From an optimization exercise on the open Yosys and OpenROAD flow, aimed at small area, a short achievable clock period and few clock cycles; shortcuts taken in it are not production practice.
Only simulation tests tie the RTL to the original design; equivalence was not proved.
Power and IR drop assume default switching activity.

## flow/design.v

```verilog
module receiver_expand #(
    parameter int D = 4
) (
    input  logic           clk,
    input  logic           rst,
    input  logic           start,
    input  logic [D-1:0]   alpha,
    input  logic           cw_valid,
    input  logic [127:0]   cw_data,
    output logic           cw_ready,
    output logic           prg_req,
    output logic [127:0]   prg_seed,
    input  logic           prg_ack,
    input  logic [127:0]   prg_left,
    input  logic [127:0]   prg_right,
    output logic           out_valid,
    input  logic           out_ready,
    output logic [D-1:0]   out_index,
    output logic [127:0]   out_data,
    output logic           out_punct,
    output logic           busy,
    output logic           done
);
    localparam int N  = 1 << D;
    localparam int LV = $clog2(D);           
    localparam int CW = $clog2(D + 1);
    localparam logic [LV-1:0] LEAF = LV'(D - 1);
    localparam logic [LV-1:0] LAST = LV'(D - 2);
    logic             act, fin;
    logic [D-1:0]     alpha_q;
    logic [CW-1:0]    ncw;           
    logic [D:0]       nl;            
    logic [D-1:0]     oidx;          
    logic             ov, opunct;    
    logic [1:0]       dep;           
    logic [LV-1:0]    lx, l1, l2;    
    logic             kx, k1, k2;    
    logic [127:0]     X, S1, S2, OUT;
    logic pre, topact, s1act;
    logic p_z, p_move, p_bexp, p_exp3, p_c4, p_expi, p_acc;
    logic a_k;
    assign pre    = (nl <= {1'b0, alpha_q});
    assign topact = (dep != 2'd0) && (pre ? !kx : (ncw == CW'(D)));
    assign s1act  = dep[1] && (pre ? !k1 : (ncw == CW'(D)));
    assign p_z    = act && !fin && (nl == {1'b0, alpha_q});
    assign p_move = act && !p_z && topact && (lx == LEAF) && !nl[D];
    assign p_bexp = p_move && s1act && (l1 != LEAF);
    assign p_exp3 = act && !p_z && topact && (lx == LAST) && !nl[D];
    assign p_c4   = act && (ncw == CW'(D - 1)) && !ov &&
                    (nl == {1'b0, alpha_q ^ D'(1)});
    assign p_expi = act && topact && (lx < LAST) && (dep != 2'd3);
    assign p_acc  = act && (ncw < CW'(D)) && (dep != 2'd3) &&
                    (pre ? !topact : 1'b1) && !p_c4;
    assign a_k = alpha_q[D - 1 - int'(ncw)];
    assign prg_req  = p_exp3 | p_expi | p_bexp;
    assign prg_seed = p_bexp ? S1 : X;
    assign cw_ready = p_acc | p_c4;
    logic ofree, f_z, f_move, f_bexp, f_exp3, f_c4, f_expi, f_acc, f_ld;
    assign ofree  = !ov || out_ready;
    assign f_z    = p_z && ofree;
    assign f_move = p_move && ofree && (!p_bexp || prg_ack);
    assign f_bexp = f_move && p_bexp;
    assign f_exp3 = p_exp3 && ofree && prg_ack;
    assign f_c4   = p_c4 && cw_valid;
    assign f_expi = p_expi && prg_ack;
    assign f_acc  = p_acc && cw_valid;
    assign f_ld   = f_z | f_move | f_exp3 | f_c4;
    always_ff @(posedge clk or negedge rst) begin
        if (!rst) begin
            act     <= 1'b0;
            fin     <= 1'b0;
            alpha_q <= '0;
            ncw     <= '0;
            nl      <= '0;
            oidx    <= '0;
            ov      <= 1'b0;
            opunct  <= 1'b0;
            dep     <= '0;
            lx      <= '0;
            l1      <= '0;
            l2      <= '0;
            kx      <= 1'b0;
            k1      <= 1'b0;
            k2      <= 1'b0;
        end else if (!act) begin
            if (start) begin
                act     <= 1'b1;
                alpha_q <= alpha;
                ncw     <= '0;
                nl      <= '0;
                dep     <= '0;
            end
        end else if (fin) begin
            act <= 1'b0;
            fin <= 1'b0;
        end else begin
            if (f_ld) begin
                nl     <= nl + 1'b1;
                oidx   <= nl[D-1:0];
                ov     <= 1'b1;
                opunct <= f_z;
            end else if (out_ready) begin
                ov     <= 1'b0;
                if (ov && nl[D]) fin <= 1'b1;
            end
            if (f_acc || f_c4) ncw <= ncw + 1'b1;
            if (f_acc) begin
                lx <= LV'(ncw); kx <= !a_k;
                l1 <= lx;       k1 <= kx;
                l2 <= l1;       k2 <= k1;
                dep <= dep + 1'b1;
            end else if (f_expi) begin
                lx <= lx + 1'b1; kx <= 1'b0;
                l1 <= lx + 1'b1; k1 <= 1'b0;
                l2 <= l1;        k2 <= k1;
                dep <= dep + 1'b1;
            end else if (f_exp3) begin
                lx <= LEAF;
            end else if (f_bexp) begin
                lx <= l1 + 1'b1; kx <= 1'b0;
                l1 <= l1 + 1'b1; k1 <= 1'b0;
            end else if (f_move) begin
                lx <= l1; kx <= k1;
                l1 <= l2; k1 <= k2;
                dep <= dep - 1'b1;
            end
        end
    end
    always_ff @(posedge clk) begin
        if (f_acc)       X <= cw_data;
        else if (f_expi) X <= prg_left;
        else if (f_bexp) X <= prg_left;
        else if (f_exp3) X <= prg_right;
        else if (f_move) X <= S1;
        if (f_acc)       S1 <= X;
        else if (f_expi) S1 <= prg_right;
        else if (f_bexp) S1 <= prg_right;
        else if (f_move) S1 <= S2;
        if (f_acc || f_expi) S2 <= S1;
        if (f_z)         OUT <= '0;
        else if (f_exp3) OUT <= prg_left;
        else if (f_move) OUT <= X;
        else if (f_c4)   OUT <= cw_data;
    end
    assign out_valid = ov;
    assign out_index = oidx;
    assign out_data  = OUT;
    assign out_punct = opunct;
    assign busy      = act;
    assign done      = fin;
endmodule
```

## flow/run.sh

```bash
#!/bin/bash
# synth_recipe.tcl (not shown) runs the flow's synth.tcl, then flattens the netlist and writes it again
# the make line also repeats each setting of config.mk as NAME=value (left out here)
make -C /OpenROAD-flow-scripts/flow DESIGN_CONFIG=/design/flow/config.mk WORK_HOME=/design/flow/orfs CLKGATE_MAP_FILE= SYNTH_SCRIPT=/design/flow/synth_recipe.tcl finish
```

## flow/config.mk

```make
export PLATFORM = sky130hd
export DESIGN_NAME = receiver_expand
export DESIGN_NICKNAME = receiver_expand
export VERILOG_FILES = /design/flow/design.v
export SDC_FILE = /design/flow/constraint.sdc
export NUM_CORES = 4
export LEC_CHECK = 0
export CAP_MARGIN = 20
export CORE_MARGIN = 2
export CORE_UTILIZATION = 40
export SLEW_MARGIN = 20
```

## flow/constraint.sdc

```tcl
create_clock -name core_clock -period 6.0 [get_ports {clk}]
set_input_delay 1.2000 -clock core_clock [delete_from_list [all_inputs] [get_ports {clk}]]
set_output_delay 1.2000 -clock core_clock [all_outputs]
set_load 0.01 [all_outputs]
```

==> run_results.csv <==
group,metric,value,unit
run_status,outcome,"complete, no violations",
power_and_ir_drop,p_seq_share,36.0,%
grt,grt_pass1_wl,169,mm
power_and_ir_drop,ir_drop,0.000785,V
die,fp.dieW,270,um
finish,area_growth,32.9,%
cts,cts_setup_buffers,0,
cts,cts_tree,"built",
critical_path,r2r_cells,9,
power_and_ir_drop,power.switching,9.52,mW
grt,grt_max_degree,172,
timing,setup_ws,0.474,ns
place,dp_hpwl,72.0,mm
synth,synthesis.nets,3190,
timing,relSlewSlack,22.0,%
timing,timing.hold.ws,0.452,ns
grt,grt_pass1_vias,25199,
timing,hold_viol_final,0,
die,die_area,72800,um2
timing,clock.fmax,181,MHz
finish,mostFrequentLayoutCell,"clkdlybuf4s50_1",
timing,period_needed,5.53,ns
critical_path,crit_fanout,81,
grt,groute.usage.overall,30.0,%
synth,ys_async_sr_fraction,5.71,%
cts,clkTransAtPathRegs,0.06,ns
critical_path,slowest_delay,0.65,ns
die,die_height,270,um
drt,wl_per_cell,26.4,um
cts,cts_resized,0,
die,core_area,70000,um2
critical_path,regToRegStartpoint,"nl[3]",
synth,ys_warn_count,1,
critical_path,start_kind,"flip-flop",
place,dpl-instance-area,35500,um2
place,portBuffers,659,
cts,clock_sinks,543,
power_and_ir_drop,power_density,617,nW/um2
finish,stdcell_area,37600,um2
timing,tightest_slew,1.17,ns
finish,drive_gt1_share,8.57,%
drt,drt_wl_total,114,mm
min_path,hold_path_end,"OUT[49]",
drt,antenna_violating_nets_post_route,0,
grt,grt_overflow,0,
power_and_ir_drop,p_leak,15.3,nW
synth,synth_edf_count,384,
cts,clockBufferDepth,3,
drt,viasPerCell,5.95,
finish,utilization,53.7,%
synth,netlist_instances,2783,
job,cap_violations,0,
synth,ys_top_cells_by_area,"edfxtp_1 41%, dfxtp_1 9.1%, nand2_1 5.5%",
synth,syn_avg_cell_area,10.2,um2
synth,synthDistinctLibCells,68,
finish,fin_cells,4310,
grt,antenna_found_initial,34,
die,ios,660,
synth,netlist_area,28300,um2
critical_path,path_cells,"ha_1 > nand4_1 > nor2_1 > or3_1 > a21oi_4 > buf_12 > mux2_2 > clkdlybuf4s50_1",
min_path,worstHoldStart,"OUT[49]",
timing,grt_setup_unrepaired,"false",
cts,htreeDepth,2,
power_and_ir_drop,p_sw_share,41.1,%
min_path,whs_path_depth,2,
finish,nNetsFinal,3703,
synth,synth_ff_type,"edfxtp_1",
synth,synth-seq-cells,543,
die,rows,97,
synth,yosysTopAreaCellShare,40.8,%
power_and_ir_drop,p_total,23.2,mW
cts,clock_latency,0.63,ns
timing,final_max_slew_viol_count,0,
place,gp_congestion,0.912,
drt,drt_iter0_markers,2447,
power_and_ir_drop,p_comb_share,47.7,%
synth,ys_seq_area_share,52.6,%
timing,post-route-period-util,92.1,%
finish,mostFrequentLayoutCells,"659 x clkdlybuf4s50_1, 410 x nand2_1, 384 x edfxtp_1",
critical_path,cpLargestDelayFamily,"simple AND/OR/NAND/NOR gates",
die,start_util,40.4,%
synth,synth_top_area_cell,"edfxtp_1",
power_and_ir_drop,pwr-share-clk,16.3,%
power_and_ir_drop,p_int,13.7,mW
critical_path,end_kind,"output pin",
critical_path,ff2ff_setup_slack,1.51,ns
critical_path,r2r-end,"X[11]",
timing,skew,0.0252,ns
timing,tns,0,ns
min_path,hold_path.class,"reg -> reg",
finish,fillerInstances,6257,
critical_path,critPathBufInv,2,
timing,setup_violations,0,
cts,cts_buffers,61,
place,dpl.cell_count,4173,
critical_path,critPathArrivalTime,4.33,ns
place,dp_slack,1.17,ns
drt,vias,25663,
cts,cts-root-buf,"clkbuf_16",
drt,drc,0,
critical_path,critPathRequiredTime,4.80,ns
cts,cts_hold_buf,0,
critical_path,cp_slowest_cell,"or3_1",
drt,drt_pre_antenna_iters,6,
critical_path,path_class,"reg -> out",
cell type report:
cell class                 count  area, um2  share of cell area [%]
clock buffer                 102       1830                    4.87
multi-input combinational   1972      12300                    32.8
inverter                      17       68.8                   0.183
sequential                   543      14900                    39.6
clock inverter                13        149                   0.396
antenna                       22       55.1                   0.146
tap                          940       1180                    3.13
timing repair buffer         701       7110                    18.9
synthesized netlist by cell type, drive strengths merged (130+ instances only):
cell type and number:
nand2 412, a211oi 135, mux2i 134, o21ai 142
edfxtp 384, and3 130, a21o 132, clkbuf 142
nor2 267, a21oi 135, mux2 138
power groups by stage:
| stage | clock [mW] | sequential [mW] | combinational (mW) |
|---|---|---|---|
| 2_1_floorplan | 0 | 8.15 | 6.43 |
| 6_report | 3.79 | 8.35 | 11.1 |
| 3_5_place_dp | 0 | 8.36 | 11.0 |
| 4_1_cts | 3.84 | 8.33 | 11.0 |
| 3_3_place_gp | 0 | 8.33 | 10.8 |
| 5_1_grt | 3.99 | 8.55 | 11.9 |
cells by family after synthesis:
group	count (synthesis)	synth area share, %
AND/OR/NAND/NOR	855	13.0
AO/OA/AOI/OAI	830	19.3
flip-flops	543	52.6
multiplexers	273	10.3
buffers and inverters	268	4.17
adder cells (fa/ha/maj)	13	0.575
XOR/XNOR	1	0.0310
per-layer routing:
| metal | part of all wire (%) | track usage, % | vias up |
|---|---|---|---|
| met5 | 0.14 | 0 | - |
| met4 | 2.9 | 9.52 | 26 |
| met3 | 10 | 8.33 | 208 |
| met2 | 46 | 47.0 | 1327 |
| met1 | 41 | 40.3 | 12710 |
| li1 | - | - | 11392 |
state kept, by name, indices dropped and copies added (netlist names), 2 cells and up:
name,count
X,128
ncw,3
l1,2
l2,2
nl,5
alpha_q,4
OUT,128
oidx,4
S2,128
S1,128
dep,2
lx,2
worst min-delay path: stages, from the launching register on:
cell and delay, ns:
dfxtp_1 0.32, nand2_1 0.05, o31ai_1 0.05
worst max path at each step:
stage / start / end / depth (start not counted)
detailed placement: prg_ack / S1[86] / 9
global route: nl[3] / prg_seed[72] / 8
floorplan: out_ready / S1[0] / 9
CTS: alpha_q[3] / prg_seed[72] / 9
finish: nl[3] / prg_seed[72] / 8
global placement: alpha_q[3] / prg_seed[7] / 9
Testbench counts, summed over its fixed seeds: cycles 4,706.

-- what the ideal ports hide --
The flow's constraints put no driver on any port. The routed layout listed below was extracted and timed again, unchanged, in two steps.
Step 1, drivers: a clkbuf_16 drives clk and a buf_2 each remaining input, both assumed.
Step 2 adds t to the input delays and takes it off the output delays; t is the mean of the earliest and latest rising clock arrival at the registers after step 1. Input paths then give back, and output paths get back, about the clock's delay inside the block.
Slacks: ideal / step 1 / step 2; pairs: ideal / step 1.
t, ns: 0.681
setup WS [ns]: 0.474 / 0.408 / 1.089
worst hold slack (ns): 0.452 / 0.452 / 0.452
slew at the worst register clock pin (ns): 0.07 / 0.07
After both steps setup and hold are still met in this run. The setup slack of this run moves by -0.066 ns with the drivers and by +0.615 ns with both steps.
